From an optimization exercise on the open Yosys and OpenROAD flow, aimed at small area, a short achievable clock period and few clock cycles per item; shortcuts taken in it are not production practice. Only simulation tests tie the RTL to the original design; equivalence was not proved. Power is estimated from default activity; no workload was simulated.

==> flow/design.v <==
`timescale 1ns / 1ps
package acm_pkg;
    localparam int MAX_PATTERN = 64;
    localparam int ADDR_W      = $clog2(MAX_PATTERN);
    localparam int IDX_W       = $clog2(MAX_PATTERN + 1);
    localparam int POS_W       = 16;
    typedef enum logic {
        CMD_PATTERN = 1'b0,
        CMD_TEXT    = 1'b1
    } cmd_t;
endpackage
`timescale 1ns / 1ps
module acm_ram #(
    parameter int WIDTH = 8,
    parameter int DEPTH = 64
) (
    input  logic                     aclk,
    input  logic                     we,
    input  logic [$clog2(DEPTH)-1:0] waddr,
    input  logic [WIDTH-1:0]         wdata,
    input  logic [$clog2(DEPTH)-1:0] raddr,
    output logic [WIDTH-1:0]         rdata
);
    logic [WIDTH-1:0] mem [DEPTH];
    always_ff @(posedge aclk) begin
        if (we) begin
            mem[waddr] <= wdata;
        end
        rdata <= mem[raddr];
    end
endmodule
`timescale 1ns / 1ps
module apostolico_crochemore_matcher_core (
    input  logic             aclk,
    input  logic             aresetn,
    input  logic             s_valid,
    output logic             s_ready,
    input  logic             s_cmd,
    input  logic [7:0]       s_data,
    input  logic             s_last,
    output logic             m_valid,
    input  logic             m_ready,
    output logic             m_found,
    output logic [acm_pkg::POS_W-1:0] m_position
);
    localparam int N     = acm_pkg::MAX_PATTERN;    
    localparam int AW    = acm_pkg::ADDR_W;         
    localparam int IW    = acm_pkg::IDX_W;          
    localparam int POS_W = acm_pkg::POS_W;
    logic             sv, scmd, slast;      
    logic [7:0]       sdata;
    logic             iv, icmd, ilast;      
    logic [7:0]       idata;
    logic             acc, hold;
    assign acc = s_valid && !sv;
    always_ff @(posedge aclk) begin
        if (!hold) begin
            idata <= sv ? sdata : s_data;
            icmd  <= sv ? scmd  : s_cmd;
            ilast <= sv ? slast : s_last;
        end else if (!sv) begin
            sdata <= s_data;
            scmd  <= s_cmd;
            slast <= s_last;
        end
    end
    always_ff @(posedge aclk) begin
        if (!aresetn) begin
            iv <= 1'b0;
            sv <= 1'b0;
        end else if (!hold) begin
            iv <= sv || acc;
            sv <= 1'b0;
        end else begin
            sv <= sv || acc;
        end
    end
    logic             loading, have, fresh;
    logic [IW-1:0]    kcnt;         
    logic [AW-1:0]    mm1;          
    logic [AW-1:0]    wc;           
    logic [POS_W-1:0] poscnt;
    logic [AW-1:0]    h, hl;        
    logic             rv, ov, r_stall;
    logic [IW-1:0]    idx;
    logic             pat_go, txt_go, scan, wr;
    logic [AW-1:0]    mm1_new;
    assign r_stall = rv && ov && !m_ready;
    assign idx     = loading ? kcnt : '0;
    assign hold    = iv && (icmd ? r_stall : (loading && !kcnt[IW-1] && hl != '0));
    assign pat_go  = iv && !icmd && !hold;
    assign txt_go  = iv && icmd && !hold;
    assign scan    = txt_go && have;
    assign wr      = pat_go && !idx[IW-1];
    assign mm1_new = idx[IW-1] ? AW'(N - 1) : idx[AW-1:0];
    always_ff @(posedge aclk) begin
        if (!aresetn) begin
            loading <= 1'b0;
            have    <= 1'b0;
            fresh   <= 1'b1;
            kcnt    <= '0;
            h       <= '0;
            hl      <= '0;
        end else begin
            h  <= (wr && idx == '0) ? '0 : h + AW'(1);
            hl <= wr ? '0 : hl + AW'(1);
            if (pat_go) begin
                loading <= !ilast;
                kcnt    <= idx[IW-1] ? idx : idx + IW'(1);
                have    <= ilast;
                fresh   <= 1'b1;
            end else if (scan) begin
                fresh   <= ilast;
            end
        end
    end
    always_ff @(posedge aclk) begin
        if (pat_go && ilast) begin
            mm1    <= mm1_new;
            wc     <= mm1_new;
            poscnt <= '0;
        end else if (scan) begin
            if (ilast) begin
                wc     <= mm1;
                poscnt <= '0;
            end else if (wc != '0) begin
                wc <= wc - AW'(1);
            end else begin
                poscnt <= poscnt + POS_W'(1);
            end
        end
    end
    logic [7:0] ring [N];
    always_ff @(posedge aclk) begin
        ring[0] <= wr ? idata : ring[N-1];
        for (int s = 1; s < N; s++) ring[s] <= ring[s-1];
    end
    logic [N-1:0] g, first, lastp;
    genvar gs;
    generate
        for (gs = 0; gs < N; gs++) begin : g_slot
            logic eq;
            assign eq        = (ring[gs] == idata);
            assign first[gs] = (h == AW'(gs));
            assign lastp[gs] = (hl == AW'((gs + 1) % N));
            always_ff @(posedge aclk) begin
                if (scan) begin
                    g[gs] <= (first[gs] || (g[gs] && !fresh)) && eq;
                end else begin
                    g[gs] <= g[(gs + N - 1) % N];
                end
            end
        end
    endgenerate
    logic             rhave, rfirst, rf_hold, rfound;
    logic [POS_W-1:0] rpos;
    logic             o_take;
    logic [POS_W:0]   od;
    assign rfound = rfirst ? (rhave && |(g & lastp)) : rf_hold;
    assign o_take = !ov || m_ready;
    always_ff @(posedge aclk) begin
        if (!aresetn) begin
            rv <= 1'b0;
            ov <= 1'b0;
        end else begin
            if (txt_go) begin
                rv <= 1'b1;
            end else if (o_take) begin
                rv <= 1'b0;
            end
            if (o_take) begin
                ov <= rv;
            end
        end
    end
    always_ff @(posedge aclk) begin
        rfirst  <= txt_go;
        rf_hold <= rfound;
        if (txt_go) begin
            rhave <= have;
            rpos  <= (have && wc == '0) ? poscnt : '0;
        end
        if (o_take) begin
            od <= {rfound, rpos};
        end
    end
    assign s_ready    = !sv;
    assign m_valid    = ov;
    assign m_found    = od[POS_W];
    assign m_position = od[POS_W-1:0];
endmodule
==> flow/run.sh <==
#!/bin/bash
# synth_recipe.tcl (not shown) runs the flow's synth.tcl, then flattens the netlist and writes it again
# the make line also repeats each setting of config.mk as NAME=value (left out here)
make -C /OpenROAD-flow-scripts/flow DESIGN_CONFIG=/design/flow/config.mk WORK_HOME=/design/flow/orfs CLKGATE_MAP_FILE= SYNTH_SCRIPT=/design/flow/synth_recipe.tcl finish
==> flow/config.mk <==
export PLATFORM = sky130hd
export DESIGN_NAME = apostolico_crochemore_matcher_core
export DESIGN_NICKNAME = apostolico_crochemore_matcher_core
export VERILOG_FILES = /design/flow/design.v
export SDC_FILE = /design/flow/constraint.sdc
export NUM_CORES = 4
export LEC_CHECK = 0
export CAP_MARGIN = 20
export CORE_MARGIN = 2
export CORE_UTILIZATION = 60
export SETUP_SLACK_MARGIN = 5
export SLEW_MARGIN = 20
==> flow/constraint.sdc <==
create_clock -name core_clock -period 8.0 [get_ports {aclk}]
set_input_delay 1.6000 -clock core_clock [delete_from_list [all_inputs] [get_ports {aclk}]]
set_output_delay 1.6000 -clock core_clock [all_outputs]
set_load 0.01 [all_outputs]
==> results of run 1 <==
[sequential cells by signal (all words and copies together), names as in the netlist, 6 cells and up]
register / cells
g: 64
h: 6
kcnt: 7
wc: 6
hl: 6
idata: 8
od: 17
sdata: 8
poscnt: 16
rpos: 16
mm1: 6
ring: 512
[worst max path at each step]
stage	cells after the start	slack, ns	to	start
3_5_place_dp	7	3.70	poscnt[11]$_SDFFE_PP0P_	m_ready
3_3_place_gp	7	3.78	poscnt[11]$_SDFFE_PP0P_	m_ready
5_1_grt	6	5.00	g[55]$_DFF_P_	m_ready
2_1_floorplan	6	5.06	wc[0]$_DFFE_PP_	m_ready
6_report	6	5.09	g[55]$_DFF_P_	m_ready
4_1_cts	6	5.09	g[58]$_DFF_P_	m_ready
[repair_timing]
item / 4_1_cts / 5_1_grt
gates resized for setup: 25 / 1
cloned: 3 / 0
endpoints found under the setup margin: 124 / 18
buffers inserted: 6 / 0
[worst max-delay path: stages]
cell,delay (ns)
clkdlybuf4s50_1,0.46
nand3b_1,0.17
buf_4,0.18
and4_4,0.71
nand4_1,0.16
o21ai_0,0.11
[cell type report]
type | instances | share of cell area, %
Clock buffer | 100 | 7.59
Clock inverter | 25 | 0.896
Tap cell | 525 | 2.44
Inverter | 84 | 1.17
Multi-Input combinational cell | 1204 | 32.7
Timing Repair Buffer | 56 | 1.77
Sequential cell | 686 | 53.4
[through the flow]
step / worst slack [ns] / instance area, um^2
after floorplan: 5.06 / 24100
after global placement: 3.78 / 24600
after detailed placement: 3.70 / 24600
after CTS: 5.09 / 27000
after global routing: 5.00 / 27000
final: 5.09 / 27000
[routing by layer]
layer | track usage, % | vias to the layer above | share of wire [%]
met3 | 5.55 | 88 | 6.1
li1 | - | 7163 | -
met4 | 8.39 | 0 | 2.5
met5 | 0 | - | 0
met1 | 37.3 | 7174 | 48
met2 | 39.2 | 415 | 44
[cells in the final DEF (no fill, tap or decap), drive strengths merged, types with 4 or more instances in the layout]
| cell | n |
|---|---|
| nand4 | 73 |
| dlygate4sd2 | 19 |
| xnor2 | 6 |
| nor2 | 31 |
| a22o | 5 |
| a21oi | 24 |
| nor4 | 129 |
| mux2 | 20 |
| nor2b | 11 |
| mux2i | 7 |
| nand2 | 72 |
| nand2b | 7 |
| xor2 | 521 |
| o21ai | 101 |
| nor3 | 5 |
| o22ai | 68 |
| a21boi | 5 |
| clkinv | 15 |
| o31ai | 8 |
| clkbuf | 100 |
| nand3 | 14 |
| buf | 24 |
| and4 | 6 |
| dfxtp | 620 |
| a31oi | 5 |
| edfxtp | 66 |
| and3 | 25 |
| ha | 14 |
| a22oi | 11 |
| and2 | 4 |
| clkdlybuf4s50 | 13 |
| inv | 88 |
[cell families after synthesis]
| family | count (synthesis) | share of synthesized area, % |
|---|---|---|
| AO/OA/AOI/OAI | 250 | 6.31 |
| multiplexers | 27 | 1.23 |
| XOR/XNOR | 527 | 19.2 |
| adder cells (fa/ha/maj) | 14 | 0.729 |
| buffers and inverters | 199 | 3.66 |
| AND/OR/NAND/NOR | 383 | 9.01 |
| flip-flops | 686 | 59.9 |
[power by group]
| group | switching (mW) | internal [mW] |
|---|---|---|
| sequential | 0.104 | 3.63 |
| combinational | 0.290 | 0.174 |
| clock | 1.32 | 1.89 |
==> results by group, run 1 <==
Outcome
  – Status: finished clean

CTS
  – TritonCTS clock tree: built
  – Reg clk slew, reported paths: 0.06 ns
  – Total clock sinks: 686
  – Max clock buf depth: 3
  – CTS root buf: clkbuf_16
  – Number of CTS-inserted buffers: 69
  – Source-to-sink clock delay at the later pin of the worst-skew pair: 0.59 ns
  – # hold bufs at CTS: 0
  – Number of levels the H-tree was split into: 3

Setup path
  – Maximum fanout encountered on the critical timing path: 66
  – FF-to-FF path depth: 8
  – Critical Path Source Type: input pin
  – Kind of capture point of the worst setup path: flop
  – Required time at the worst-slack endpoint: 8.51 ns
  – Endpoint arrival time on the critical path: 3.42 ns
  – Category of the most critical setup path: in -> reg
  – Slack of the worst reg-to-reg path: 5.18 ns
  – Startpoint of the lowest-slack register-to-register path: hl[0]$_SDFF_PP0_
  – Crit Reg-Reg Endpoint: h[5]$_SDFF_PP0_

Placed design
  – Final weighted congestion of routability-driven global placement: 0.877
  – Count of input and output buffers: 32
  – HPWL Detailed: 33.9 mm
  – Placed instance count: 2546

Final layout
  – Area used by multi-input combinational logic: 8820 um^2
  – Area Overhead vs Synth: 12.2%
  – Util after Layout: 68.0%
  – Post-layout nets: 2129
  – Share of post-route cells with drive strength above 1: 8.12%
  – FF+latch area: 14400 um^2
  – Number of standard cells in the final layout excluding fillers: 2680
  – Filler Cells Inserted: 3008
  – Antenna diode instance count: 0

GRT
  – Maximum number of pins on one net before global-route repair: 67
  – Total congestion overflow after global routing: 0
  – Global-route wire length before repair: 83.6 mm
  – Number of antenna violations at the first check in global routing: 0
  – Tot GR Track Use: 26.0%
  – Via count of the first global-routing pass: 14700

Die
  – Number of primary I/O pins: 33
  – Die area: 41700 um^2
  – Initial cell density of the core: 60.6%
  – Die width: 204 um
  – Row Count: 73
  – Die height: 204 um
  – Total core area: 39600 um^2

Synth
  – Cell accounting for the most synthesized area: dfxtp_1
  – Main synth FF type: dfxtp_1
  – Count of cell types in the netlist: 58
  – Share of synthesized flip-flops with an asynchronous set or reset: 0%
  – Number of storage elements in the synthesis netlist: 686
  – Number of cells produced by synthesis: 2086
  – Post-synthesis sequential area ratio: 59.9%
  – Post-synth net total: 2114
  – EDFF count, synth: 66
  – Top cell types by occurrence after synthesis: dfxtp_1 (620), xor2_1 (521), nor4_1 (129)
  – Total of warnings raised by yosys: 2
  – Netlist area before placement: 24000 um^2
  – Main area contributors after synthesis: dfxtp_1 (52%), xor2_1 (19%), edfxtp_1 (8.2%), nor4_1 (3.4%), o21ai_0 (2.0%)
  – Average cell area after synthesis: 11.5 um^2
  – Post-synth top area share: 51.6%
  – Most common cell in the netlist: dfxtp_1

Worst hold path
  – Start point of the worst hold path: ring[2][3]$_DFF_P_
  – Worst hold stages: 0
  – Worst hold path endpoint: ring[3][3]$_DFF_P_
  – Path type of the worst min-delay path: reg -> reg

Routing
  – Number of nets still failing antenna checks after routing: 0
  – Number of vias in the routed layout: 14800
  – 1st-pass router iterations: 5
  – Average detailed-routed wire length per instance: 20.0 um
  – WL final: 53.7 mm
  – Drt first-iter violations: 1321
  – Vias per inst: 5.54
  – Detailed-route DRC error count: 0

Power
  – P per Cell Area: 274 nW/um^2
  – Leakage: 11.5 nW
  – Worst voltage drop across the vdd grid: 210 uV
  – Post-route total power: 7.40 mW

STA
  – Final Critical Period: 2.91 ns
  – Count of pins over their slew limit: 0
  – Setup tns final: 0 ns
  – Peak Freq: 344 MHz
  – Final hold violation count: 0
  – Final Setup Violations: 0
  – Worst-Margin Slew: 0.878 ns
  – Max-slew headroom at the worst pin: 41.5%
  – RSZ-0062 raised after global routing: yes
  – Tcrit/Tclk final: 36.4%
  – Hold Slack: 0.350 ns
  – Worst clock skew: 0.0197 ns

Job
  – Max-cap viol count: 0
Testbench counts, summed over its fixed seeds: cycles 28,267, text beats 26,169.
==> inputs of run 2 (changes only) <==
--- a/flow/config.mk
+++ b/flow/config.mk
@@ -7,6 +7,6 @@
 export LEC_CHECK = 0
 export CAP_MARGIN = 20
 export CORE_MARGIN = 2
-export CORE_UTILIZATION = 60
+export CORE_UTILIZATION = 40
 export SETUP_SLACK_MARGIN = 5
 export SLEW_MARGIN = 20
==> run 2 against run 1 <==
- still clean
- clock skew increased by 0.0075 ns
- sequential share of layout area decreased by 0.26 points
- cell area increased by 0.48%
==> results by group, run 2 <==
Die
  – Die height: 249 um (+22%)
  – Die width: 249 um (+22%)
  – Total core area: 59200 um^2 (+49%)
  – Row Count: 89 (+22%)
  – Initial cell density of the core: 40.6% (-20 points)
  – Die area: 62100 um^2 (+49%)
  – Number of primary I/O pins: 33 (unchanged)

Final layout
  – Number of standard cells in the final layout excluding fillers: 2917 (+8.8%)
  – Most frequent cells in the layout: dfxtp_1 (618), xor2_1 (521), nor4_1 (129)
  – Most frequent standard cell in the layout excluding fill and tap cells: dfxtp_1
  – Post-layout nets: 2123 (-0.28%)
  – Max FFs per register: 512 (unchanged)
  – Top flop regs: ring (512), g (64), od (17)
  – Share of post-route cells with drive strength above 1: 7.37% (-0.75 points)
  – Area Overhead vs Synth: 12.7%
  – Register with the most flip-flops: ring

CTS
  – # hold bufs at CTS: 0 (unchanged)
  – TritonCTS clock tree: built
  – Total clock sinks: 686 (unchanged)
  – CTS root buf: clkbuf_16
  – Number of CTS-inserted buffers: 69 (unchanged)
  – Max clock buf depth: 3 (unchanged)
  – Number of levels the H-tree was split into: 3 (unchanged)
  – Reg clk slew, reported paths: 0.07 ns (about the same)
  – Source-to-sink clock delay at the later pin of the worst-skew pair: 0.59 ns (about the same)

GRT
  – Number of antenna violations at the first check in global routing: 0 (unchanged)
  – Global-route wire length before repair: 85.8 mm (+2.5%)
  – Tot GR Track Use: 17.4% (-8.6 points)
  – Maximum number of pins on one net before global-route repair: 130 (+94%)
  – Via count of the first global-routing pass: 15200 (+3.5%)
  – Total congestion overflow after global routing: 0 (unchanged)

STA
  – Setup tns final: 0 ns (unchanged)
  – RSZ-0062 raised after global routing: no
  – Tcrit/Tclk final: 36.9% (+0.48 points)
  – Final Critical Period: 2.95 ns (+0.0388 ns)
  – Final hold violation count: 0 (unchanged)
  – Max-slew headroom at the worst pin: 39.6% (-1.9 points)
  – Peak Freq: 339 MHz (-1.3%)
  – Final Setup Violations: 0 (unchanged)
  – Final critical-path setup slack: 5.05 ns (-0.0388 ns)
  – Count of pins over their slew limit: 0 (unchanged)
  – Worst-Margin Slew: 0.905 ns (+0.0270 ns)
  – Worst clock skew: 0.0272 ns (+0.00750 ns)

Outcome
  – Status: finished clean

Synth
  – Most common cell in the netlist: dfxtp_1
  – Number of cells produced by synthesis: 2086 (unchanged)
  – Main area contributors after synthesis: dfxtp_1 (52%), xor2_1 (19%), edfxtp_1 (8.2%), nor4_1 (3.4%), o21ai_0 (2.0%)
  – Total of warnings raised by yosys: 2 (unchanged)
  – Netlist area before placement: 24000 um^2 (unchanged)
  – Post-synth top area share: 51.6% (unchanged)
  – EDFF count, synth: 66 (unchanged)
  – Post-synth net total: 2114 (unchanged)
  – Main synth FF type: dfxtp_1
  – Count of cell types in the netlist: 58 (unchanged)
  – Average cell area after synthesis: 11.5 um^2 (unchanged)
  – Post-synthesis sequential area ratio: 59.9% (unchanged)
  – Number of storage elements in the synthesis netlist: 686 (unchanged)
  – Cell accounting for the most synthesized area: dfxtp_1
  – Share of synthesized flip-flops with an asynchronous set or reset: 0% (unchanged)
  – Top cell types by occurrence after synthesis: dfxtp_1 (620), xor2_1 (521), nor4_1 (129)

Power
  – Worst voltage drop across the vdd grid: 184 uV (-13%)
  – P per Cell Area: 268 nW/um^2 (-2.2%)
  – Leakage: 11.4 nW (-0.77%)

Placed design
  – Post-Place Worst Slack: 4.13 ns (+0.427 ns)
  – Count of input and output buffers: 32 (unchanged)
  – Final weighted congestion of routability-driven global placement: 0.838 (-4.4%)
  – Placed instance count: 2796 (+9.8%)
  – HPWL Detailed: 34.8 mm (+2.5%)

Routing
  – Top layer reached by signal wires: met4
  – Vias per inst: 5.07 (-8.5%)
  – Number of nets still failing antenna checks after routing: 0 (unchanged)
  – WL final: 54.4 mm (+1.4%)
  – Met3 layer wire length in the routed design: 2.62 mm (-20%)
  – 1st-pass router iterations: 5 (unchanged)
  – Number of vias in the routed layout: 14800 (-0.37%)
  – Wire length on met1: 25.0 mm (-2.1%)
  – Drt first-iter violations: 1009 (-24%)
  – Average detailed-routed wire length per instance: 18.7 um (-6.8%)
  – Detailed-route DRC error count: 0 (unchanged)
  – Met2 Wirelength: 25.1 mm (+6.5%)

Setup path
  – Category of the most critical setup path: reg -> reg
  – Maximum fanout encountered on the critical timing path: 14 (-79%)
  – Kind of capture point of the worst setup path: flop
  – Critical Path Source Type: flop
  – Required time at the worst-slack endpoint: 8.22 ns (-0.29 ns)
  – Endpoint arrival time on the critical path: 3.17 ns (-0.25 ns)

Worst hold path
  – Path type of the worst min-delay path: reg -> reg

Job
  – Max-cap viol count: 0 (unchanged)
run 2: cell counts after synthesis:
Identical to the previous run, type by type.
run 2: layout make-up:
cell class                 instances  area, um^2
fill                            5451       32100
sequential                       686       14400
multi-input combinational       1201        8790
clock buffer                     104        2030
tap                              773         967
timing repair buffer              53         470
inverter                          84         315
clock inverter                    15         111
antenna                            1        2.50
run 2: metrics by stage:
stage          area (um^2)  hold slack, ns  power [mW]  utilization, %
2_1_floorplan        24100           0.349        4.11               -
3_3_place_gp         24900           0.352        4.26            42.1
3_5_place_dp         24900           0.353        4.27            42.1
4_1_cts              27100           0.348        7.33            45.7
5_1_grt              27100           0.353        7.54            45.7
6_report             27100           0.346        7.27            45.7
run 2: what timing repair did:
action / 4_1_cts / 5_1_grt
setup endpoints to repair: 121 / 76
gates resized for setup: 22 / 7
buffers inserted: 1 / 0
run 2: cell families (layout without fill, tap and decap cells):
family,after synthesis,in the layout,share of synthesized area (%)
flip-flops,686,686,59.9
XOR/XNOR,527,527,19.2
AND/OR/NAND/NOR,383,383,9.01
AO/OA/AOI/OAI,250,250,6.31
buffers and inverters,199,256,3.66
multiplexers,27,27,1.23
adder cells (fa/ha/maj),14,14,0.729
other,0,1,0
run 2: worst max-delay path, cell delays in order (launching register included):
cell      delay, ns
dfxtp_1        0.41
inv_1          0.09
ha_1           0.48
a22oi_1        0.35
o21ai_0        0.11
a21oi_1        0.17
nor2_1         0.06
a311oi_1       0.52
o221ai_1       0.39
run 2: path summary, 6_finish.rpt:
path,start,end,slack (ns),cells past startpoint
setup / recovery,hl[1]$_SDFF_PP0_,od[16]$_DFFE_PP_,5.05,8
hold / removal,ring[32][0]$_DFF_P_,ring[33][0]$_DFF_P_,0.35,0
setup reg to reg,hl[1]$_SDFF_PP0_,od[16]$_DFFE_PP_,5.05,8
hold reg to reg,ring[32][0]$_DFF_P_,ring[33][0]$_DFF_P_,0.35,0
run 2: routing by layer:
layer,track usage [%],vias to the layer above
li1,-,7138
met1,23.1,7203
met2,28.2,336
met3,2.77,108
met4,6.95,0
met5,0,-
run 2: power breakdown:
part	internal, mW	leakage [nW]	switching (mW)
clock	1.78	1.06	1.28
combinational	0.174	4.70	0.298
sequential	3.63	5.66	0.103
==> inputs of run 3 (changes only) <==
==> flow/flow/run.sh (new file) <==
#!/bin/bash
set -euo pipefail
bash standard.sh SETUP_SLACK_MARGIN=5.5 finish > flow_standard.log 2>&1
==> flow/standard.sh (new file) <==
#!/bin/bash
# synth_recipe.tcl (not shown) runs the flow's synth.tcl, then flattens the netlist and writes it again
# the make line also repeats each setting of config.mk as NAME=value (left out here)
make -C /OpenROAD-flow-scripts/flow DESIGN_CONFIG=/design/flow/config.mk WORK_HOME=/design/flow/orfs CLKGATE_MAP_FILE= SYNTH_SCRIPT=/design/flow/synth_recipe.tcl "${@:-finish}"
--- a/flow/config.mk
+++ b/flow/config.mk
@@ -8,5 +8,4 @@
 export CAP_MARGIN = 20
 export CORE_MARGIN = 2
 export CORE_UTILIZATION = 40
-export SETUP_SLACK_MARGIN = 5
 export SLEW_MARGIN = 20
removed: flow/run.sh
==> run 3 against run 2 <==
- die area stayed put
- critical endpoint is now m_position[2]
- fmax increased by 8.5%
- combinational power grew 4.7%
- clock skew fell by 0.0019 ns
- core utilization is 0.83 points higher
- highest routed layer unchanged
- still clean
- critical path type is now reg -> out
==> results by group, run 3 <==
Setup path
  – Category of cells accounting for the largest share of critical-path delay: flip-flops
  – Critical-path cell with the highest stage delay: edfxtp_1
  – Cells along the critical path: buf_2
  – Endpoint arrival time on the critical path: 1.12 ns (-2.05 ns)
  – Maximum fanout encountered on the critical timing path: 1 (-13)
  – Category of the most critical setup path: reg -> out
  – Required time at the worst-slack endpoint: 6.40 ns (-1.82 ns)
  – Kind of capture point of the worst setup path: primary output
  – Worst path buffer plus inverter count: 1 (unchanged)
  – Critical Path Source Type: flop
  – Delay of the slowest cell on the worst path: 0.38 ns (-0.14 ns)

CTS
  – Source-to-sink clock delay at the later pin of the worst-skew pair: 0.61 ns (+0.02 ns)
  – Reg clk slew, reported paths: 0.06 ns (about the same)
  – Number of CTS-inserted buffers: 69 (unchanged)
  – TritonCTS clock tree: built
  – CTS root buf: clkbuf_16
  – Number of levels the H-tree was split into: 3 (unchanged)
  – # hold bufs at CTS: 0 (unchanged)
  – Max clock buf depth: 3 (unchanged)
  – Total clock sinks: 686 (unchanged)

Die
  – Row Count: 89 (unchanged)
  – Die width: 249 um (unchanged)
  – Number of primary I/O pins: 33 (unchanged)
  – Die height: 249 um (unchanged)
  – Die area: 62100 um^2 (unchanged)
  – Initial cell density of the core: 40.6% (unchanged)
  – Total core area: 59200 um^2 (unchanged)

Final layout
  – Share of post-route cells with drive strength above 1: 10.5% (+3.2 points)
  – Most frequent cells in the layout: dfxtp_1 (616), xor2_1 (521), nor4_1 (127)
  – Most frequent standard cell in the layout excluding fill and tap cells: dfxtp_1
  – Post-layout nets: 2147 (+1.1%)
  – Area Overhead vs Synth: 14.7%
  – Filler Cells Inserted: 5405 (-0.84%)
  – Number of standard cells in the final layout excluding fillers: 2945 (+0.96%)
  – Util after Layout: 46.6% (+0.83 points)
  – Register with the most flip-flops: ring
  – Top flop regs: ring (512), g (64), od (17)
  – Antenna diode instance count: 0 (-1)
  – Max FFs per register: 512 (unchanged)

Synth
  – Netlist area before placement: 24000 um^2 (unchanged)
  – Post-synth net total: 2114 (unchanged)
  – Most common cell in the netlist: dfxtp_1
  – Average cell area after synthesis: 11.5 um^2 (unchanged)
  – Share of synthesized flip-flops with an asynchronous set or reset: 0% (unchanged)
  – Count of cell types in the netlist: 58 (unchanged)
  – Number of cells produced by synthesis: 2086 (unchanged)
  – Number of storage elements in the synthesis netlist: 686 (unchanged)
  – Post-synth top area share: 51.6% (unchanged)
  – Cell accounting for the most synthesized area: dfxtp_1
  – Main area contributors after synthesis: dfxtp_1 (52%), xor2_1 (19%), edfxtp_1 (8.2%), nor4_1 (3.4%), o21ai_0 (2.0%)
  – Post-synthesis sequential area ratio: 59.9% (unchanged)
  – Top cell types by occurrence after synthesis: dfxtp_1 (620), xor2_1 (521), nor4_1 (129)
  – EDFF count, synth: 66 (unchanged)
  – Main synth FF type: dfxtp_1
  – Total of warnings raised by yosys: 2 (unchanged)

GRT
  – Layer carrying the most global-route usage: met2
  – Grt met3 use: 3.18% (+0.41 points)
  – Global routing met2 resource utilization: 29.5% (+1.3 points)
  – Number of antenna violations at the first check in global routing: 0 (unchanged)
  – Tot GR Track Use: 18.0% (+0.66 points)
  – Via count of the first global-routing pass: 15400 (+0.92%)
  – Met1 track demand over resource: 23.3% (+0.21 points)
  – Total congestion overflow after global routing: 0 (unchanged)
  – Global-route wire length before repair: 88.2 mm (+2.8%)
  – Maximum number of pins on one net before global-route repair: 45 (-65%)

Placed design
  – HPWL Detailed: 35.5 mm (+2.0%)
  – Count of input and output buffers: 32 (unchanged)
  – Post-Place Worst Slack: 4.02 ns (-0.102 ns)
  – Placed instance count: 2798 (+0.072%)
  – Final weighted congestion of routability-driven global placement: 0.834 (-0.55%)

Routing
  – Drt first-iter violations: 1069 (+5.9%)
  – Average detailed-routed wire length per instance: 18.9 um (+1.4%)
  – Number of nets still failing antenna checks after routing: 0 (unchanged)
  – WL final: 55.7 mm (+2.4%)
  – 1st-pass router iterations: 5 (unchanged)
  – Vias per inst: 5.03 (-0.71%)
  – Number of vias in the routed layout: 14800 (+0.24%)
  – Detailed-route DRC error count: 0 (unchanged)

STA
  – Final Critical Period: 2.72 ns (-0.231 ns)
  – RSZ-0062 raised after global routing: yes
  – Tcrit/Tclk final: 34.0% (-2.9 points)
  – Final critical-path setup slack: 5.28 ns (+0.231 ns)
  – Count of pins over their slew limit: 0 (unchanged)
  – Peak Freq: 368 MHz (+8.5%)
  – Final hold violation count: 0 (unchanged)
  – Max-slew headroom at the worst pin: 46.2% (+6.6 points)
  – Worst-Margin Slew: 0.807 ns (-0.0981 ns)
  – Final Setup Violations: 0 (unchanged)
  – Worst clock skew: 0.0254 ns (-0.00185 ns)
  – Setup tns final: 0 ns (unchanged)

Power
  – Worst voltage drop across the vdd grid: 170 uV (-7.4%)
  – P per Cell Area: 267 nW/um^2 (-0.30%)
  – Leakage: 11.6 nW (+1.9%)

Job
  – Max-cap viol count: 0 (unchanged)

Worst hold path
  – Path type of the worst min-delay path: reg -> reg

Outcome
  – Status: finished clean
==> run 3: cell types whose count changed in the layout (fill, tap and decap cells not counted), sizes merged, moves of 2 or more <==
cell,delta
clkbuf,-3
inv,+2
buf,+39
clkinv,+2
clkdlybuf4s50,-2
dlygate4sd2,-18
clkinvlp,+2
and4,+2
bufinv,+2
==> run 3: where the power goes <==
| part | internal, mW | switching (mW) | total [mW] |
|---|---|---|---|
| clock network | 1.83 | 1.32 | 3.15 |
| registers | 3.63 | 0.102 | 3.73 |
| logic | 0.189 | 0.305 | 0.494 |
| total | 5.65 | 1.73 | 7.38 |
==> run 3: kinds of logic (layout without fill, tap and decap cells) <==
group                      Yosys count  in the layout  synth area share, %
buffers and inverters              199            282                 3.66
and+or+nand+nor                    383            386                 9.01
DFF                                686            686                 59.9
AOI/OAI and AO/OA                  250            250                 6.31
adders and majority gates           14             14                0.729
xor gates and xnor gates           527            527                 19.2
muxes                               27             27                 1.23
==> run 3: through the flow <==
step	hold slack [ns]	power, mW	cell area, um^2
4_1_cts	0.345	7.44	27400
5_1_grt	0.360	7.66	27600
6_report	0.344	7.38	27600
3_3_place_gp	0.351	4.27	25000
3_5_place_dp	0.353	4.28	25000
2_1_floorplan	0.349	4.12	24200
==> run 3: worst paths after layout <==
kind                        from                  end  slack (ns)  depth (start not counted)
max              od[2]$_DFFE_PP_        m_position[2]        5.28                          1
min          ring[50][2]$_DFF_P_  ring[51][2]$_DFF_P_        0.34                          0
max reg2reg     hl[0]$_SDFF_PP0_      wc[1]$_DFFE_PP_        5.63                          8
min reg2reg  ring[50][2]$_DFF_P_  ring[51][2]$_DFF_P_        0.34                          0
==> run 3: per-layer routing <==
layer,vias up,share of wire (%)
li1,7218,-
met3,106,4.6
met5,-,0
met4,0,3.3
met1,7161,46
met2,336,46
==> run 3: area by class of cell <==
type	instances	area, um^2	share of cell area [%]
repair buffers	74	716	2.59
clock inverters	23	220	0.798
multi-input cells	1204	8970	32.5
flip-flops and latches	686	14400	52.2
well taps	773	967	3.51
clock buffers	101	1990	7.22
inverters	84	323	1.17
==> run 3: timing repair <==
| item | in CTS | in global routing |
|---|---|---|
| setup endpoints to repair | 149 | 83 |
| gates resized for setup | 98 | 20 |
| hold endpoints to repair | 0 | 0 |
| pin swaps | 2 | 3 |
| setup buffers | 12 | 6 |
| cloned | 5 | 0 |
==> inputs of run 4 (changes only) <==
--- a/flow/config.mk
+++ b/flow/config.mk
@@ -8,4 +8,5 @@
 export CAP_MARGIN = 20
 export CORE_MARGIN = 2
 export CORE_UTILIZATION = 40
+export CTS_BUF_LIST = sky130_fd_sc_hd__clkbuf_4 sky130_fd_sc_hd__clkbuf_8
 export SLEW_MARGIN = 20
==> run 4 against run 3 <==
- synthesized cell count stayed put
- combinational power hardly changed
- synthesized area stayed put
- fmax is 3.7% lower
- register-to-register slack hardly changed
- sequential cell count stayed put
- first-iteration DRC count is 9.8% lower
- die area stayed put
- global-route usage hardly changed
- largest power group unchanged
==> results by group, run 4 <==
STA
  – Count of pins over their slew limit: 0 (unchanged)
  – Worst clock skew: 0.0305 ns (+0.00508 ns)
  – Final Setup Violations: 0 (unchanged)
  – Tcrit/Tclk final: 35.3% (+1.3 points)
  – RSZ-0062 raised after global routing: yes
  – Setup tns final: 0 ns (unchanged)
  – Peak Freq: 354 MHz (-3.7%)
  – Final hold violation count: 0 (unchanged)
  – Hold Slack: 0.347 ns (+0.00278 ns)
  – Max-slew headroom at the worst pin: 47.3% (+1.1 points)
  – Worst-Margin Slew: 0.790 ns (-0.0166 ns)
  – Final Critical Period: 2.82 ns (+0.105 ns)

GRT
  – Global-route wire length before repair: 88.5 mm (+0.40%)
  – Tot GR Track Use: 18.0% (about the same)
  – Total congestion overflow after global routing: 0 (unchanged)
  – Via count of the first global-routing pass: 15700 (+2.2%)
  – Maximum number of pins on one net before global-route repair: 68 (+51%)
  – Number of antenna violations at the first check in global routing: 1 (+1)

CTS
  – Source-to-sink clock delay at the later pin of the worst-skew pair: 0.71 ns (+0.10 ns)
  – TritonCTS clock tree: built
  – Number of levels the H-tree was split into: 3 (unchanged)
  – Max clock buf depth: 3 (unchanged)
  – Total clock sinks: 686 (unchanged)
  – # hold bufs at CTS: 0 (unchanged)
  – Reg clk slew, reported paths: 0.06 ns (about the same)
  – Number of CTS-inserted buffers: 104 (+51%)
  – CTS root buf: clkbuf_8

Synth
  – Netlist area before placement: 24000 um^2 (unchanged)
  – Cell accounting for the most synthesized area: dfxtp_1
  – Number of storage elements in the synthesis netlist: 686 (unchanged)
  – Post-synth top area share: 51.6% (unchanged)
  – EDFF count, synth: 66 (unchanged)
  – Top cell types by occurrence after synthesis: dfxtp_1 (620), xor2_1 (521), nor4_1 (129)
  – Number of cells produced by synthesis: 2086 (unchanged)
  – Main synth FF type: dfxtp_1
  – Post-synth net total: 2114 (unchanged)
  – Share of synthesized flip-flops with an asynchronous set or reset: 0% (unchanged)
  – Total of warnings raised by yosys: 2 (unchanged)
  – Main area contributors after synthesis: dfxtp_1 (52%), xor2_1 (19%), edfxtp_1 (8.2%), nor4_1 (3.4%), o21ai_0 (2.0%)
  – Average cell area after synthesis: 11.5 um^2 (unchanged)
  – Most common cell in the netlist: dfxtp_1
  – Post-synthesis sequential area ratio: 59.9% (unchanged)
  – Count of cell types in the netlist: 58 (unchanged)

Final layout
  – Post-layout nets: 2179 (+1.5%)
  – Register with the most flip-flops: ring
  – Area Overhead vs Synth: 14.2%
  – Most frequent cells in the layout: dfxtp_1 (616), xor2_1 (521), clkbuf_8 (131)
  – Number of standard cells in the final layout excluding fillers: 3002 (+1.9%)
  – Max FFs per register: 512 (unchanged)
  – Most frequent standard cell in the layout excluding fill and tap cells: dfxtp_1
  – Top flop regs: ring (512), g (64), od (17)
  – Share of post-route cells with drive strength above 1: 13.7% (+3.1 points)

Worst hold path
  – Path type of the worst min-delay path: reg -> reg

Die
  – Initial cell density of the core: 40.6% (unchanged)
  – Total core area: 59200 um^2 (unchanged)
  – Die width: 249 um (unchanged)
  – Number of primary I/O pins: 33 (unchanged)
  – Die height: 249 um (unchanged)
  – Row Count: 89 (unchanged)
  – Die area: 62100 um^2 (unchanged)

Setup path
  – Category of cells accounting for the largest share of critical-path delay: flip-flops
  – Endpoint arrival time on the critical path: 1.22 ns (+0.10 ns)
  – Category of the most critical setup path: reg -> out
  – Cells along the critical path: buf_2
  – Worst path buffer plus inverter count: 1 (unchanged)
  – Critical-path cell with the highest stage delay: edfxtp_1
  – Kind of capture point of the worst setup path: primary output
  – Critical Path Source Type: flop
  – Maximum fanout encountered on the critical timing path: 1 (unchanged)
  – Delay of the slowest cell on the worst path: 0.37 ns (about the same)
  – Required time at the worst-slack endpoint: 6.40 ns (about the same)

Placed design
  – Count of input and output buffers: 32 (unchanged)
  – Placed instance count: 2798 (unchanged)
  – Final weighted congestion of routability-driven global placement: 0.834 (unchanged)
  – HPWL Detailed: 35.5 mm (unchanged)

Power
  – P per Cell Area: 261 nW/um^2 (-2.2%)
  – Leakage: 11.7 nW (+0.25%)
  – Worst voltage drop across the vdd grid: 176 uV (+3.2%)

Outcome
  – Status: finished clean

Routing
  – Average detailed-routed wire length per instance: 18.5 um (-2.0%)
  – WL final: 55.7 mm (about the same)
  – Number of vias in the routed layout: 15000 (+1.2%)
  – Number of nets still failing antenna checks after routing: 0 (unchanged)
  – Vias per inst: 5.00 (-0.75%)
  – 1st-pass router iterations: 5 (unchanged)
  – Drt first-iter violations: 964 (-9.8%)
  – Detailed-route DRC error count: 0 (unchanged)

Job
  – Max-cap viol count: 0 (unchanged)
run 4: cell types whose count changed in the layout (fill, tap and decap cells not counted), sizes merged, moves of 2 or more:
cell / change
bufinv: -3
clkinv: -7
clkbuf: +69
buf: -2
run 4: power breakdown:
group / switching (mW) / total (mW) / internal (mW)
combinational: 0.305 / 0.493 / 0.189
sequential: 0.101 / 3.73 / 3.63
clock: 1.31 / 2.95 / 1.65
run 4: metrics by stage:
| stage | power (mW) | area [um^2] | utilization [%] | setup WS (ns) |
|---|---|---|---|---|
| 2_1_floorplan | 4.12 | 24200 | - | 5.13 |
| 3_3_place_gp | 4.27 | 25000 | 42.3 | 4.06 |
| 3_5_place_dp | 4.28 | 25000 | 42.3 | 4.02 |
| 4_1_cts | 7.25 | 27400 | 46.2 | 5.10 |
| 5_1_grt | 7.48 | 27500 | 46.3 | 5.11 |
| 6_report | 7.18 | 27500 | 46.3 | 5.18 |
run 4: final timing paths:
path         cells past startpoint  slack, ns                 end                from
min                              0       0.35  ring[2][1]$_DFF_P_  ring[1][1]$_DFF_P_
max                              1       5.18       m_position[2]     od[2]$_DFFE_PP_
max reg2reg                      8       5.63     wc[1]$_DFFE_PP_    hl[0]$_SDFF_PP0_
min reg2reg                      0       0.35  ring[2][1]$_DFF_P_  ring[1][1]$_DFF_P_
run 4: layout make-up:
type / instances / area, um^2
Clock inverter: 13 / 85.1
Tap cell: 773 / 967
Sequential cell: 686 / 14400
Antenna cell: 1 / 2.50
Fill cell: 5445 / 31800
Inverter: 84 / 323
Timing Repair Buffer: 71 / 608
Clock buffer: 170 / 2100
Multi-Input combinational cell: 1204 / 8970
run 4: logic make-up (layout without fill, tap and decap cells):
logic type / Yosys count / in the layout / synth area share, %
xor+xnor: 527 / 527 / 19.2
mux: 27 / 27 / 1.23
compound gates: 250 / 250 / 6.31
other cells: 0 / 1 / 0
fa+ha+maj: 14 / 14 / 0.729
buf+inv: 199 / 338 / 3.66
flops: 686 / 686 / 59.9
simple gates: 383 / 386 / 9.01
run 4: per-layer routing:
| layer | global-route usage, % | routed length (um) |
|---|---|---|
| met5 | 0 | 0 |
| met3 | 3.36 | 2650 |
| met2 | 29.7 | 26000 |
| met4 | 7.76 | 1830 |
| met1 | 23.0 | 25200 |
run 4: repair_timing:
item                                    4_1_cts  5_1_grt
buffers inserted                             14        3
pin swaps                                     2        3
resized for setup                            96       17
cloned                                        3        0
endpoints found under the setup margin      149       65
==> inputs of run 5 (changes only) <==
--- a/flow/config.mk
+++ b/flow/config.mk
@@ -8,5 +8,7 @@
 export CAP_MARGIN = 20
 export CORE_MARGIN = 2
 export CORE_UTILIZATION = 40
-export CTS_BUF_LIST = sky130_fd_sc_hd__clkbuf_4 sky130_fd_sc_hd__clkbuf_8
+export CTS_BUF_LIST = sky130_fd_sc_hd__clkbuf_8
+export CTS_CLUSTER_DIAMETER = 50
+export CTS_CLUSTER_SIZE = 16
 export SLEW_MARGIN = 20
==> run 5 against run 4 <==
- power decreased by 13%
- global-route usage shrank 0.47 points
- synthesized cell count did not move
- core utilization decreased by 1.8 points
- via count shrank 2.7%
- count of clock-buffer cells in the layout fell by 106
- cell area fell by 3.8%
- worst setup slack got worse by 0.0084 ns
- die area is the same
- combinational power about the same
- worst hold slack got worse by 0.0023 ns
- wire length shrank 2.0%
- largest power group unchanged
==> results by group, run 5 <==
Routing
  – Vias per inst: 5.01 (+0.31%)
  – Number of nets still failing antenna checks after routing: 0 (unchanged)
  – WL final: 54.6 mm (-2.0%)
  – Wire length on met1: 25.3 mm (+0.43%)
  – Met2 Wirelength: 25.4 mm (-2.3%)
  – Top layer reached by signal wires: met4
  – Average detailed-routed wire length per instance: 18.7 um (+1.1%)
  – Drt first-iter violations: 1000 (+3.7%)
  – 1st-pass router iterations: 5 (unchanged)
  – Detailed-route DRC error count: 0 (unchanged)
  – Number of vias in the routed layout: 14600 (-2.7%)
  – Met3 layer wire length in the routed design: 2.13 mm (-20%)

Synth
  – Netlist area before placement: 24000 um^2 (unchanged)
  – Fraction of the mapped netlist area in adder cells: 0.729% (unchanged)
  – Post-synth net total: 2114 (unchanged)
  – Post-synth top area share: 51.6% (unchanged)
  – Post-synthesis sequential area ratio: 59.9% (unchanged)
  – Xor-xnor portion of the synthesized cell area: 19.2% (unchanged)
  – Main area contributors after synthesis: dfxtp_1 (52%), xor2_1 (19%), edfxtp_1 (8.2%), nor4_1 (3.4%), o21ai_0 (2.0%)
  – Main combinational cell family by area after synthesis: XOR/XNOR gates
  – Most common cell in the netlist: dfxtp_1
  – Top cell types by occurrence after synthesis: dfxtp_1 (620), xor2_1 (521), nor4_1 (129)
  – Simple-gate area share of the yosys netlist: 9.01% (unchanged)
  – Number of cells produced by synthesis: 2086 (unchanged)
  – Main synth FF type: dfxtp_1
  – Share of synthesized flip-flops with an asynchronous set or reset: 0% (unchanged)
  – Compound-Gate Fraction of Synth Area: 6.31% (unchanged)
  – Average cell area after synthesis: 11.5 um^2 (unchanged)
  – Total of warnings raised by yosys: 2 (unchanged)
  – Count of cell types in the netlist: 58 (unchanged)
  – Number of storage elements in the synthesis netlist: 686 (unchanged)
  – Cell accounting for the most synthesized area: dfxtp_1
  – Mux cell area share after synthesis: 1.23% (unchanged)
  – EDFF count, synth: 66 (unchanged)

Power
  – Switching power of the nets: 1.58 mW (-7.8%)
  – Combinational Power Share: 7.9% (+1.0 points)
  – Fraction of power spent switching nets: 25.3% (+1.5 points)
  – Internal power: 4.65 mW (-15%)
  – Post-route total power: 6.23 mW (-13%)
  – Clock share of power: 32.3% (-8.9 points)
  – P per Cell Area: 236 nW/um^2 (-9.8%)
  – Power share of the sequential group: 59.8% (+7.8 points)
  – Worst voltage drop across the vdd grid: 139 uV (-21%)
  – Leakage: 11.1 nW (-4.8%)

Setup path
  – Worst path buffer plus inverter count: 1 (unchanged)
  – Kind of capture point of the worst setup path: primary output
  – Maximum fanout encountered on the critical timing path: 1 (unchanged)
  – Required time at the worst-slack endpoint: 6.40 ns (about the same)
  – Endpoint arrival time on the critical path: 1.23 ns (about the same)
  – Delay of the slowest cell on the worst path: 0.39 ns (+0.02 ns)
  – Cells along the critical path: buf_2
  – Category of the most critical setup path: reg -> out
  – Category of cells accounting for the largest share of critical-path delay: flip-flops
  – Critical Path Source Type: flop
  – Critical-path cell with the highest stage delay: edfxtp_1

STA
  – Final hold violation count: 0 (unchanged)
  – Setup tns final: 0 ns (unchanged)
  – Worst-Margin Slew: 0.788 ns (-0.00192 ns)
  – Peak Freq: 353 MHz (-0.30%)
  – Final Critical Period: 2.83 ns (+0.00844 ns)
  – Tcrit/Tclk final: 35.4% (+0.11 points)
  – Worst clock skew: 0.0375 ns (+0.00703 ns)
  – Count of pins over their slew limit: 0 (unchanged)
  – Max-slew headroom at the worst pin: 47.5% (+0.13 points)
  – Hold Slack: 0.345 ns (-0.00235 ns)
  – RSZ-0062 raised after global routing: yes
  – Final Setup Violations: 0 (unchanged)

Final layout
  – Post-layout nets: 2132 (-2.2%)
  – Max FFs per register: 512 (unchanged)
  – Most frequent standard cell in the layout excluding fill and tap cells: dfxtp_1
  – Area Overhead vs Synth: 9.86%
  – Top flop regs: ring (512), g (64), od (17)
  – Filler Cells Inserted: 5520 (+1.4%)
  – Share of post-route cells with drive strength above 1: 9.83% (-3.9 points)
  – Most frequent cells in the layout: dfxtp_1 (617), xor2_1 (521), nor4_1 (127)
  – Register with the most flip-flops: ring

CTS
  – Reg clk slew, reported paths: 0.10 ns (+0.04 ns)
  – Number of CTS-inserted buffers: 57 (-45%)
  – Max clock buf depth: 3 (unchanged)
  – # hold bufs at CTS: 0 (unchanged)
  – TritonCTS clock tree: built
  – Source-to-sink clock delay at the later pin of the worst-skew pair: 0.71 ns (about the same)
  – Number of levels the H-tree was split into: 2 (-1)
  – CTS root buf: clkbuf_8
  – Total clock sinks: 686 (unchanged)

Die
  – Total core area: 59200 um^2 (unchanged)
  – Row Count: 89 (unchanged)
  – Die area: 62100 um^2 (unchanged)
  – Number of primary I/O pins: 33 (unchanged)
  – Die width: 249 um (unchanged)
  – Initial cell density of the core: 40.6% (unchanged)
  – Die height: 249 um (unchanged)

GRT
  – Number of antenna violations at the first check in global routing: 1 (unchanged)
  – Maximum number of pins on one net before global-route repair: 68 (unchanged)
  – Tot GR Track Use: 17.5% (-0.47 points)
  – Global-route wire length before repair: 86.5 mm (-2.3%)
  – Via count of the first global-routing pass: 15100 (-3.9%)
  – Total congestion overflow after global routing: 0 (unchanged)

Outcome
  – Status: finished clean

Placed design
  – Count of input and output buffers: 32 (unchanged)
  – HPWL Detailed: 35.5 mm (unchanged)
  – Final weighted congestion of routability-driven global placement: 0.834 (unchanged)

Worst hold path
  – Path type of the worst min-delay path: reg -> reg

Job
  – Max-cap viol count: 0 (unchanged)
## run 5: final timing paths
check / startpoint / to / slack (ns) / cells after the start
setup / recovery: od[2]$_DFFE_PP_ / m_position[2] / 5.17 / 1
hold reg to reg: ring[51][6]$_DFF_P_ / ring[52][6]$_DFF_P_ / 0.34 / 0
setup reg to reg: hl[0]$_SDFF_PP0_ / od[16]$_DFFE_PP_ / 5.60 / 8
hold / removal: ring[51][6]$_DFF_P_ / ring[52][6]$_DFF_P_ / 0.34 / 0
## run 5: logic make-up (layout without fill, tap and decap cells)
group / count (synthesis) / count (layout)
and+or+nand+nor: 383 / 386
muxes: 27 / 27
buffers and inverters: 199 / 247
other: 0 / 1
xor gates and xnor gates: 527 / 527
DFF: 686 / 686
AOI/OAI and AO/OA: 250 / 250
adders and majority gates: 14 / 14
## run 5: cell type report
class	instances	area, um^2	share of cell area, %
flip-flops and latches	686	14400	54.5
inverters	84	323	1.22
clock buffers	64	881	3.33
diodes	1	2.50	0.00947
well taps	773	967	3.66
multi-input cells	1204	8960	33.9
repair buffers	71	608	2.30
clock inverters	28	273	1.03
## run 5: repair_timing
action,CTS,global route
gates resized for setup,98,13
buffers inserted,14,3
setup endpoints to repair,148,51
gates cloned,3,0
pin swaps,2,1
## run 5: layer usage
layer	vias to the layer above	global-route usage [%]
li1	7162	-
met1	7045	23.1
met2	273	29.2
met3	105	2.82
met4	0	5.90
met5	-	0
## run 5: per-stage QoR
| step | setup slack (ns) | utilization [%] | cell area (um^2) | instances |
|---|---|---|---|---|
| 2_1_floorplan | 5.13 | - | 24200 | 2086 |
| 3_3_place_gp | 4.06 | 42.3 | 25000 | 2798 |
| 6_report | 5.17 | 44.6 | 26400 | 2911 |
| 5_1_grt | 5.09 | 44.6 | 26400 | 2911 |
| 4_1_cts | 5.08 | 44.5 | 26300 | 2907 |
| 3_5_place_dp | 4.02 | 42.3 | 25000 | 2798 |
## run 5: power by group through the flow
stage	Clock [mW]	Sequential (mW)	Combinational (mW)
after CTS	2.08	3.72	0.491
after detailed placement	0	3.80	0.483
after global routing	2.21	3.74	0.545
after global placement	0	3.80	0.473
final	2.01	3.72	0.492
after floorplan	0	3.77	0.357
==> inputs of run 6 (changes only) <==
--- a/flow/config.mk
+++ b/flow/config.mk
@@ -8,7 +8,7 @@
 export CAP_MARGIN = 20
 export CORE_MARGIN = 2
 export CORE_UTILIZATION = 40
-export CTS_BUF_LIST = sky130_fd_sc_hd__clkbuf_8
-export CTS_CLUSTER_DIAMETER = 50
-export CTS_CLUSTER_SIZE = 16
+export CTS_BUF_LIST = sky130_fd_sc_hd__clkbuf_16
+export CTS_CLUSTER_DIAMETER = 80
+export CTS_CLUSTER_SIZE = 30
 export SLEW_MARGIN = 20
==> run 6 against run 5 <==
- still clean
- worst setup slack better by 0.073 ns
- worst hold slack hardly changed
- sequential power about the same
- synthesized area unchanged
- clock skew is 0.0049 ns lower
- wire length fell by 0.40%
- power fell by 0.94%
- first-iteration DRC count fell by 6.3%
- die area is the same
- global-route usage decreased by 0.25 points
- combinational power about the same
- critical endpoint unchanged
==> results by group, run 6 <==
Job
  – Max-cap viol count: 0 (unchanged)

Routing
  – Average detailed-routed wire length per instance: 18.9 um (+1.0%)
  – 1st-pass router iterations: 5 (unchanged)
  – WL final: 54.3 mm (-0.40%)
  – Number of vias in the routed layout: 14500 (-0.35%)
  – Vias per inst: 5.06 (+1.1%)
  – Number of nets still failing antenna checks after routing: 0 (unchanged)
  – Drt first-iter violations: 937 (-6.3%)
  – Detailed-route DRC error count: 0 (unchanged)

Placed design
  – Post-Place Worst Slack: 4.02 ns (unchanged)
  – HPWL Detailed: 35.5 mm (unchanged)
  – Final weighted congestion of routability-driven global placement: 0.834 (unchanged)
  – Count of input and output buffers: 32 (unchanged)

CTS
  – TritonCTS clock tree: built
  – CTS root buf: clkbuf_16
  – Number of CTS-inserted buffers: 31 (-46%)
  – Max clock buf depth: 3 (unchanged)
  – Source-to-sink clock delay at the later pin of the worst-skew pair: 0.63 ns (-0.08 ns)
  – Reg clk slew, reported paths: 0.11 ns (about the same)
  – # hold bufs at CTS: 0 (unchanged)
  – Total clock sinks: 686 (unchanged)
  – Number of levels the H-tree was split into: 1 (-1)

STA
  – Worst-Margin Slew: 0.782 ns (-0.00628 ns)
  – Setup tns final: 0 ns (unchanged)
  – Final critical-path setup slack: 5.24 ns (+0.0730 ns)
  – RSZ-0062 raised after global routing: yes
  – Final Critical Period: 2.76 ns (-0.0730 ns)
  – Count of pins over their slew limit: 0 (unchanged)
  – Max-slew headroom at the worst pin: 47.4% (-0.062 points)
  – Peak Freq: 363 MHz (+2.6%)
  – Final Setup Violations: 0 (unchanged)
  – Tcrit/Tclk final: 34.5% (-0.91 points)
  – Final hold violation count: 0 (unchanged)
  – Worst clock skew: 0.0326 ns (-0.00492 ns)

Synth
  – Simple-gate area share of the yosys netlist: 9.01% (unchanged)
  – Post-synth net total: 2114 (unchanged)
  – Main combinational cell family by area after synthesis: XOR/XNOR gates
  – Post-synth top area share: 51.6% (unchanged)
  – Share of synthesized flip-flops with an asynchronous set or reset: 0% (unchanged)
  – EDFF count, synth: 66 (unchanged)
  – Most common cell in the netlist: dfxtp_1
  – Top cell types by occurrence after synthesis: dfxtp_1 (620), xor2_1 (521), nor4_1 (129)
  – Xor-xnor portion of the synthesized cell area: 19.2% (unchanged)
  – Number of storage elements in the synthesis netlist: 686 (unchanged)
  – Mux cell area share after synthesis: 1.23% (unchanged)
  – Fraction of the mapped netlist area in adder cells: 0.729% (unchanged)
  – Compound-Gate Fraction of Synth Area: 6.31% (unchanged)
  – Main area contributors after synthesis: dfxtp_1 (52%), xor2_1 (19%), edfxtp_1 (8.2%), nor4_1 (3.4%), o21ai_0 (2.0%)
  – Average cell area after synthesis: 11.5 um^2 (unchanged)
  – Total of warnings raised by yosys: 2 (unchanged)
  – Count of cell types in the netlist: 58 (unchanged)
  – Netlist area before placement: 24000 um^2 (unchanged)
  – Number of cells produced by synthesis: 2086 (unchanged)
  – Post-synthesis sequential area ratio: 59.9% (unchanged)
  – Main synth FF type: dfxtp_1
  – Cell accounting for the most synthesized area: dfxtp_1

Final layout
  – Max FFs per register: 512 (unchanged)
  – Most frequent standard cell in the layout excluding fill and tap cells: dfxtp_1
  – Area Overhead vs Synth: 9.65%
  – Area used by multi-input combinational logic: 8970 um^2 (+0.11%)
  – FF+latch area: 14400 um^2 (about the same)
  – Antenna diode instance count: 0 (-1)
  – Share of post-route cells with drive strength above 1: 8.30% (-1.5 points)
  – Filler Cells Inserted: 5516 (-0.072%)
  – Post-layout nets: 2108 (-1.1%)
  – Top flop regs: ring (512), g (64), od (17)
  – Most frequent cells in the layout: dfxtp_1 (616), xor2_1 (521), nor4_1 (127)
  – Register with the most flip-flops: ring

Power
  – Worst voltage drop across the vdd grid: 161 uV (+16%)
  – Internal power: 4.63 mW (-0.39%)
  – Fraction of power spent switching nets: 24.9% (-0.41 points)
  – Leakage: 11.0 nW (-0.60%)
  – Power share of the sequential group: 60.4% (+0.6 points)
  – Combinational Power Share: 8.0% (about the same)
  – P per Cell Area: 234 nW/um^2 (-0.75%)
  – Clock share of power: 31.6% (-0.7 points)
  – Switching power of the nets: 1.54 mW (-2.5%)

Die
  – Die height: 249 um (unchanged)
  – Row Count: 89 (unchanged)
  – Die area: 62100 um^2 (unchanged)
  – Number of primary I/O pins: 33 (unchanged)
  – Initial cell density of the core: 40.6% (unchanged)
  – Total core area: 59200 um^2 (unchanged)
  – Die width: 249 um (unchanged)

Setup path
  – Category of the most critical setup path: reg -> out
  – Critical-path cell with the highest stage delay: edfxtp_1
  – Category of cells accounting for the largest share of critical-path delay: flip-flops
  – Kind of capture point of the worst setup path: primary output
  – Worst path buffer plus inverter count: 1 (unchanged)
  – Critical Path Source Type: flop
  – FF-to-FF path depth: 6 (-2)
  – Cells along the critical path: buf_2
  – Endpoint arrival time on the critical path: 1.16 ns (-0.07 ns)
  – CP Depth: 1 (unchanged)
  – Maximum fanout encountered on the critical timing path: 1 (unchanged)
  – Required time at the worst-slack endpoint: 6.40 ns (about the same)
  – Delay of the slowest cell on the worst path: 0.39 ns (about the same)

GRT
  – Number of antenna violations at the first check in global routing: 0 (-1)
  – Global-route wire length before repair: 85.9 mm (-0.64%)
  – Tot GR Track Use: 17.3% (-0.25 points)
  – Maximum number of pins on one net before global-route repair: 45 (-34%)
  – Total congestion overflow after global routing: 0 (unchanged)
  – Via count of the first global-routing pass: 14900 (-1.1%)

Worst hold path
  – Path type of the worst min-delay path: reg -> reg
  – Worst hold stages: 0 (unchanged)

Outcome
  – Status: finished clean
run 6: cell counts after synthesis:
Identical to the previous run, type by type.
run 6: timing repair:
item | in CTS | in global routing
buffers inserted | 12 | 5
gates cloned | 5 | 0
setup endpoints to repair | 149 | 82
pin swaps | 2 | 2
gates resized for setup | 99 | 18
run 6: cell type report:
class | instances | area share [%]
Clock buffer | 31 | 2.94
Clock inverter | 19 | 0.963
Inverter | 84 | 1.22
Multi-Input combinational cell | 1204 | 34.0
Sequential cell | 686 | 54.6
Tap cell | 773 | 3.67
Timing Repair Buffer | 73 | 2.55
run 6: per-layer routing:
| layer | GRT usage [%] | vias to the layer above | routed length, um |
|---|---|---|---|
| met1 | 23.3 | 7100 | 25400 |
| met4 | 5.25 | 0 | 1440 |
| li1 | - | 7095 | - |
| met2 | 29.2 | 263 | 25600 |
| met5 | 0 | - | 0 |
| met3 | 1.85 | 76 | 1840 |
run 6: kinds of logic (layout without fill, tap and decap cells):
| group | after synthesis | in the layout |
|---|---|---|
| compound gates | 250 | 250 |
| flops | 686 | 686 |
| xor+xnor | 527 | 527 |
| buf+inv | 199 | 207 |
| mux | 27 | 27 |
| simple gates | 383 | 386 |
| fa+ha+maj | 14 | 14 |
run 6: worst paths after layout:
path | from | endpoint | slack (ns)
setup reg to reg | idata[6]$_DFFE_PN_ | g[0]$_DFF_P_ | 5.53
hold reg to reg | ring[54][3]$_DFF_P_ | ring[55][3]$_DFF_P_ | 0.34
setup / recovery | od[2]$_DFFE_PP_ | m_position[2] | 5.24
hold / removal | ring[54][3]$_DFF_P_ | ring[55][3]$_DFF_P_ | 0.34
run 6: through the flow:
stage	cell area, um^2	hold slack (ns)	cells	power (mW)	util, %
6_report	26400	0.345	2870	6.17	44.5
5_1_grt	26400	0.347	2870	6.41	44.5
2_1_floorplan	24200	0.349	2086	4.12	-
4_1_cts	26300	0.346	2865	6.21	44.3
3_5_place_dp	25000	0.353	2798	4.28	42.3
3_3_place_gp	25000	0.351	2798	4.27	42.3
run 6: power by group through the flow:
stage,registers [mW],clock network [mW],logic (mW)
after floorplan,3.77,0,0.357
after global placement,3.80,0,0.473
after detailed placement,3.80,0,0.483
after CTS,3.72,2.00,0.491
after global routing,3.74,2.13,0.547
final,3.72,1.95,0.495
==> inputs of run 7 (changes only) <==
==> flow/flow/run.sh (replaced) <==
#!/bin/bash
set -euo pipefail
bash standard.sh SETUP_SLACK_MARGIN=5.5 "CTS_ARGS=-sink_clustering_enable -repair_clock_nets -sink_clustering_size 45 -sink_clustering_max_diameter 60 -buf_list sky130_fd_sc_hd__clkbuf_16 -dont_use_dummy_load" finish > flow_standard.log 2>&1
--- a/flow/config.mk
+++ b/flow/config.mk
@@ -8,7 +8,4 @@
 export CAP_MARGIN = 20
 export CORE_MARGIN = 2
 export CORE_UTILIZATION = 40
-export CTS_BUF_LIST = sky130_fd_sc_hd__clkbuf_16
-export CTS_CLUSTER_DIAMETER = 80
-export CTS_CLUSTER_SIZE = 30
 export SLEW_MARGIN = 20
==> run 7 against run 6 <==
- clock skew is 0.013 ns higher
- first-iteration DRC count up 0.75%
- core utilization is essentially flat
- die area is the same
- synthesized area did not move
- largest power group unchanged
- sequential cell count did not move
- critical endpoint is now m_position[5]
==> results by group, run 7 <==
Final layout
  – Area Overhead vs Synth: 9.74% (about the same)
  – Max FFs per register: 512 (unchanged)
  – Filler Cells Inserted: 5497 (-0.34%)
  – Share of post-route cells with drive strength above 1: 8.05% (-0.25 points)
  – FF+latch area: 14400 um^2 (unchanged)
  – Register with the most flip-flops: ring
  – Most frequent standard cell in the layout excluding fill and tap cells: dfxtp_1
  – Most frequent cells in the layout: dfxtp_1 (616), xor2_1 (521), nor4_1 (127)
  – Post-layout nets: 2117 (+0.43%)
  – Top flop regs: ring (512), g (64), od (17)
  – Final std cell area, no fill: 26400 um^2 (about the same)
  – Area used by multi-input combinational logic: 8970 um^2 (about the same)
  – Antenna diode instance count: 0 (unchanged)
  – Util after Layout: 44.5% (about the same)

Routing
  – Average detailed-routed wire length per instance: 19.2 um (+1.2%)
  – Number of nets still failing antenna checks after routing: 0 (unchanged)
  – 1st-pass router iterations: 5 (unchanged)
  – Detailed-route DRC error count: 0 (unchanged)
  – Number of vias in the routed layout: 14500 (-0.076%)
  – Drt first-iter violations: 944 (+0.75%)
  – WL final: 54.8 mm (+0.84%)
  – Vias per inst: 5.08 (+0.27%)

STA
  – Setup tns final: 0 ns (unchanged)
  – Count of pins over their slew limit: 0 (unchanged)
  – Final Setup Violations: 0 (unchanged)
  – Worst-Margin Slew: 0.795 ns (+0.0135 ns)
  – Tcrit/Tclk final: 34.3% (-0.19 points)
  – RSZ-0062 raised after global routing: yes
  – Final hold violation count: 0 (unchanged)
  – Final Critical Period: 2.74 ns (-0.0151 ns)
  – Peak Freq: 365 MHz (+0.55%)
  – Worst clock skew: 0.0452 ns (+0.0126 ns)
  – Max-slew headroom at the worst pin: 47.0% (-0.42 points)

Placed design
  – Final weighted congestion of routability-driven global placement: 0.834 (unchanged)
  – Placed standard-cell area: 25000 um^2 (unchanged)
  – Count of input and output buffers: 32 (unchanged)
  – HPWL Detailed: 35.5 mm (unchanged)

Power
  – Power share of the sequential group: 59.8% (-0.6 points)
  – Worst voltage drop across the vdd grid: 160 uV (-0.87%)
  – Fraction of power spent switching nets: 23.8% (-1.2 points)
  – Combinational Power Share: 7.9% (about the same)
  – Post-route total power: 6.23 mW (+0.91%)
  – Clock share of power: 32.3% (+0.7 points)
  – Leakage: 11.0 nW (about the same)
  – Internal power: 4.74 mW (+2.5%)
  – P per Cell Area: 236 nW/um^2 (+0.84%)
  – Switching power of the nets: 1.48 mW (-3.8%)

Synth
  – Number of cells produced by synthesis: 2086 (unchanged)
  – Top cell types by occurrence after synthesis: dfxtp_1 (620), xor2_1 (521), nor4_1 (129)
  – Post-synth net total: 2114 (unchanged)
  – Average cell area after synthesis: 11.5 um^2 (unchanged)
  – Count of cell types in the netlist: 58 (unchanged)
  – Main area contributors after synthesis: dfxtp_1 (52%), xor2_1 (19%), edfxtp_1 (8.2%), nor4_1 (3.4%), o21ai_0 (2.0%)
  – Post-synthesis sequential area ratio: 59.9% (unchanged)
  – EDFF count, synth: 66 (unchanged)
  – Main synth FF type: dfxtp_1
  – Most common cell in the netlist: dfxtp_1
  – Post-synth top area share: 51.6% (unchanged)
  – Share of synthesized flip-flops with an asynchronous set or reset: 0% (unchanged)
  – Cell accounting for the most synthesized area: dfxtp_1
  – Netlist area before placement: 24000 um^2 (unchanged)
  – Total of warnings raised by yosys: 2 (unchanged)
  – Number of storage elements in the synthesis netlist: 686 (unchanged)

Outcome
  – Status: finished clean

Setup path
  – Category of the most critical setup path: reg -> out
  – Category of cells accounting for the largest share of critical-path delay: flip-flops
  – Worst path buffer plus inverter count: 1 (unchanged)
  – Kind of capture point of the worst setup path: primary output
  – Critical Path Source Type: flop
  – Required time at the worst-slack endpoint: 6.40 ns (about the same)
  – Maximum fanout encountered on the critical timing path: 1 (unchanged)
  – Critical-path cell with the highest stage delay: edfxtp_1
  – Delay of the slowest cell on the worst path: 0.38 ns (about the same)
  – Endpoint arrival time on the critical path: 1.14 ns (-0.02 ns)
  – Cells along the critical path: buf_2

CTS
  – Max clock buf depth: 3 (unchanged)
  – TritonCTS clock tree: built
  – Total clock sinks: 686 (unchanged)
  – Number of levels the H-tree was split into: 2 (+1)
  – Number of CTS-inserted buffers: 42 (+35%)
  – CTS root buf: clkbuf_16
  – Source-to-sink clock delay at the later pin of the worst-skew pair: 0.62 ns (about the same)
  – Reg clk slew, reported paths: 0.09 ns (-0.02 ns)

GRT
  – Total congestion overflow after global routing: 0 (unchanged)
  – Number of antenna violations at the first check in global routing: 0 (unchanged)
  – Via count of the first global-routing pass: 15000 (+0.38%)
  – Global-route wire length before repair: 86.6 mm (+0.83%)
  – Maximum number of pins on one net before global-route repair: 45 (unchanged)
  – Tot GR Track Use: 17.6% (+0.34 points)

Die
  – Die height: 249 um (unchanged)
  – Die area: 62100 um^2 (unchanged)
  – Row Count: 89 (unchanged)
  – Initial cell density of the core: 40.6% (unchanged)
  – Die width: 249 um (unchanged)
  – Total core area: 59200 um^2 (unchanged)
  – Number of primary I/O pins: 33 (unchanged)

Worst hold path
  – Path type of the worst min-delay path: reg -> reg

Job
  – Max-cap viol count: 0 (unchanged)
[run 7: worst reg2reg max path: stages (launching register included)]
cell and delay [ns]:
edfxtp_1 0.33, buf_4 0.45, buf_8 0.42, xor2_1 0.15, nor4_1 0.66, nand4_1 0.20, o21ai_1 0.11
[run 7: final cells by class]
| type | instances | area share [%] |
|---|---|---|
| multi-input cells | 1204 | 34.0 |
| well taps | 773 | 3.67 |
| clock buffers | 42 | 3.98 |
| inverters | 84 | 1.22 |
| repair buffers | 71 | 2.52 |
| flip-flops and latches | 686 | 54.6 |
[run 7: what timing repair did]
item                                    CTS  global route
setup buffers                            11             4
cloned                                    5             0
endpoints found under the hold margin     0             0
hold buffers                              0             0
pin swaps                                 2             1
gates resized for setup                 100            21
endpoints found under the setup margin  155            74
[run 7: per-stage QoR]
| stage | worst slack [ns] | cells | hold slack [ns] |
|---|---|---|---|
| after floorplan | 5.13 | 2086 | 0.349 |
| after global placement | 4.06 | 2798 | 0.351 |
| after detailed placement | 4.02 | 2798 | 0.353 |
| after CTS | 5.21 | 2856 | 0.326 |
| after global routing | 5.21 | 2860 | 0.321 |
| final | 5.26 | 2860 | 0.323 |
[run 7: cell families after synthesis]
| kind of cell | after synthesis | share of synthesized area (%) |
|---|---|---|
| XOR/XNOR | 527 | 19.2 |
| AND/OR/NAND/NOR | 383 | 9.01 |
| multiplexers | 27 | 1.23 |
| flip-flops | 686 | 59.9 |
| adder cells (fa/ha/maj) | 14 | 0.729 |
| AO/OA/AOI/OAI | 250 | 6.31 |
| buffers and inverters | 199 | 3.66 |
[run 7: routing by layer]
layer	part of all wire (%)	routed length (um)	vias up	GRT usage [%]
met3	3.9	2160	106	2.51
met5	0	0	-	0
li1	-	-	7100	-
met4	3.6	1960	0	7.21
met1	46	25300	7061	23.1
met2	46	25400	256	29.2
[run 7: path summary, 6_finish.rpt]
path                            slack (ns)           startpoint             endpoint  depth (start not counted)
worst min register to register        0.32  ring[16][2]$_DFF_P_  ring[17][2]$_DFF_P_                          0
worst min-delay path                  0.32  ring[16][2]$_DFF_P_  ring[17][2]$_DFF_P_                          0
worst max-delay path                  5.26      od[5]$_DFFE_PP_        m_position[5]                          1
worst max register to register        5.62   idata[6]$_DFFE_PN_         g[0]$_DFF_P_                          6
[run 7: power groups by stage]
stage	Sequential (mW)	Combinational (mW)	Clock, mW
2_1_floorplan	3.77	0.357	0
3_3_place_gp	3.80	0.473	0
3_5_place_dp	3.80	0.483	0
4_1_cts	3.72	0.492	2.06
5_1_grt	3.74	0.547	2.19
6_report	3.72	0.493	2.01

Check on run 7: ideal ports give 5.258 ns setup slack; a clkbuf_16 on the clock port and buf_2 on the inputs give 5.199 ns; moving port delays by the midpoint clock arrival (0.653 ns) as well gives 4.910 ns.
